From an optimization exercise on the open Yosys and OpenROAD flow, aimed at small area, a short achievable clock period and few clock cycles per item; shortcuts taken in it are not production practice. Function was checked by simulation only, so behaviour that the tests miss may differ from the original. Power is estimated from default activity; no workload was simulated.

// tetrisGame
module tetrisGame (
	input logic count,
	input logic reset,
	input logic cmdValid,
	output logic cmdReady,
	input logic [1:0] cmdCode,
	input logic [3:0] pieceKind,
	input logic [4:0] readRow,
	output logic [9:0] rowBits,
	output logic [15:0] score,
	output logic gameOver
);
==> flow/config.mk <==
export PLATFORM = sky130hd
export DESIGN_NAME = tetrisGame
export DESIGN_NICKNAME = tetrisGame
export VERILOG_FILES = /design/flow/design.v
export SDC_FILE = /design/flow/constraint.sdc
export NUM_CORES = 8
export LEC_CHECK = 0
export CAP_MARGIN = 20
export CORE_MARGIN = 2
export CORE_UTILIZATION = 38
export CTS_CLUSTER_DIAMETER = 100
export CTS_CLUSTER_SIZE = 20
export SETUP_SLACK_MARGIN = 4
export SLEW_MARGIN = 20
==> flow/constraint.sdc <==
create_clock -name core_clock -period 10.0 [get_ports {count}]
set_input_delay 2.0000 -clock core_clock [delete_from_list [all_inputs] [get_ports {count}]]
set_output_delay 2.0000 -clock core_clock [all_outputs]
set_load 0.01 [all_outputs]
standard.sh (not shown) runs the stock make flow with config.mk's settings and CLKGATE_MAP_FILE= SYNTH_SCRIPT=/design/flow/synth_recipe.tcl, a recipe that flattens the netlist after the stock synthesis.
==> flow/flow/run.sh <==
#!/bin/bash
# Layout flow: the standard flow (standard.sh), except that synthesis maps
# the logic with this flow's ABC script (flow/abc.script, run by
# flow/synth.tcl). The registers are the standard synthesis's: the standard
# synthesis is run first, in refsyn/, and flow/names.py gives every register
# of this flow's netlist the name the standard synthesis gives the register
# driving the same net (Yosys leaves a few unnamed, and numbers those). If
# that pairing fails, the standard synthesis is used as it is.
# Each tool's full output goes to a log file of its own in the work folder.
set -euo pipefail
work=$(pwd)
results="$work/orfs/results/$FLOW_PLATFORM/tetrisGame/base"
export FLOW_ABC_SCRIPT="$work/flow/abc.script"
FLOW_ROUTE_MARGIN=4.3

# the standard synthesis, as reference for the register names
sed -E "s#WORK_HOME=('[^']*'|[^ ]*)#WORK_HOME=$work/refsyn#" standard.sh > refsyn.sh
bash refsyn.sh synth > "$work/log_refsyn.txt" 2>&1
ref="$work/refsyn/results/$FLOW_PLATFORM/tetrisGame/base/1_2_yosys.v"

# this flow's synthesis, then the register names
if bash standard.sh "SYNTH_SCRIPT=$work/flow/synth.tcl" "$results/1_2_yosys.v" > "$work/log_synth.txt" 2>&1 \
    && python3 "$work/flow/names.py" "$ref" "$results/1_2_yosys.v" > "$work/log_names.txt" 2>&1; then
  echo "own synthesis used"
else
  echo "own synthesis failed or unpaired; using the standard synthesis"
  rm -rf "$work/orfs"
  bash standard.sh synth > "$work/log_synth_standard.txt" 2>&1
fi

# floorplan to clock tree synthesis, as the standard flow makes it
bash standard.sh cts > "$work/log_layout.txt" 2>&1
# routing to the final layout; the timing repair after global routing aims
# a little higher, for what detailed routing loses
bash standard.sh "SETUP_SLACK_MARGIN=$FLOW_ROUTE_MARGIN" > "$work/log_route.txt" 2>&1
test -s "$work/out/final.def"
Other scripts of this flow, unchanged in this note and not shown: flow/flow/abc.script, flow/flow/names.py, flow/flow/synth.tcl
Testbench counts at the start, summed over its fixed seeds: cycles 48,558, items 24,000.
==> next run, changes <==
--- a/flow/flow/run.sh
+++ b/flow/flow/run.sh
@@ -12,5 +12,4 @@
 results="$work/orfs/results/$FLOW_PLATFORM/tetrisGame/base"
 export FLOW_ABC_SCRIPT="$work/flow/abc.script"
-FLOW_ROUTE_MARGIN=4.3
 
 # the standard synthesis, as reference for the register names
@@ -29,8 +28,5 @@
 fi
 
-# floorplan to clock tree synthesis, as the standard flow makes it
-bash standard.sh cts > "$work/log_layout.txt" 2>&1
-# routing to the final layout; the timing repair after global routing aims
-# a little higher, for what detailed routing loses
-bash standard.sh "SETUP_SLACK_MARGIN=$FLOW_ROUTE_MARGIN" > "$work/log_route.txt" 2>&1
+# floorplan to the final layout, as the standard flow makes it
+bash standard.sh > "$work/log_layout.txt" 2>&1
 test -s "$work/out/final.def"
Result: The new run produced a clean layout. Wire length came out lower by 0.58%. Final area came out lower by 2.8%. Register-to-register slack is worse by 300 ps. Setup slack is better by 13 ps. Global-route usage does not change. Core utilization came out lower by 1.4 points. Critical path depth stays the same. Sequential cell count does not change. Power came out lower by 1.3%. Clock-buffer cell count is unchanged.

separate check: timing with driven ports:
How much do the figures lean on ideal ports? The routed layouts below were timed once more, with nothing changed but the port constraints.
Step 1 (the two cells are an assumption about what drives the block):
set clk [get_ports {count}]
set_driving_cell -lib_cell sky130_fd_sc_hd__clkbuf_16 $clk
set_driving_cell -lib_cell sky130_fd_sc_hd__buf_2 [delete_from_list [all_inputs] $clk]
Step 2 also shifts input and output timing later by t, the mid clock arrival at the registers, as if the neighbouring blocks saw the same clock.
Slacks: ideal / step 1 / step 2; pairs: ideal / step 1.
run	t (ns)	setup WS [ns]	slew at the worst register clock pin (ns)
the first run	0.601	3.643 / 3.589 / 3.589	0.11 / 0.11
the second run	0.602	3.656 / 3.601 / 3.601	0.11 / 0.11
After both steps setup and hold are still met in every run listed. The setup slack of the second run, which loses most, moves by -0.055 ns with the drivers and by -0.055 ns with both steps.
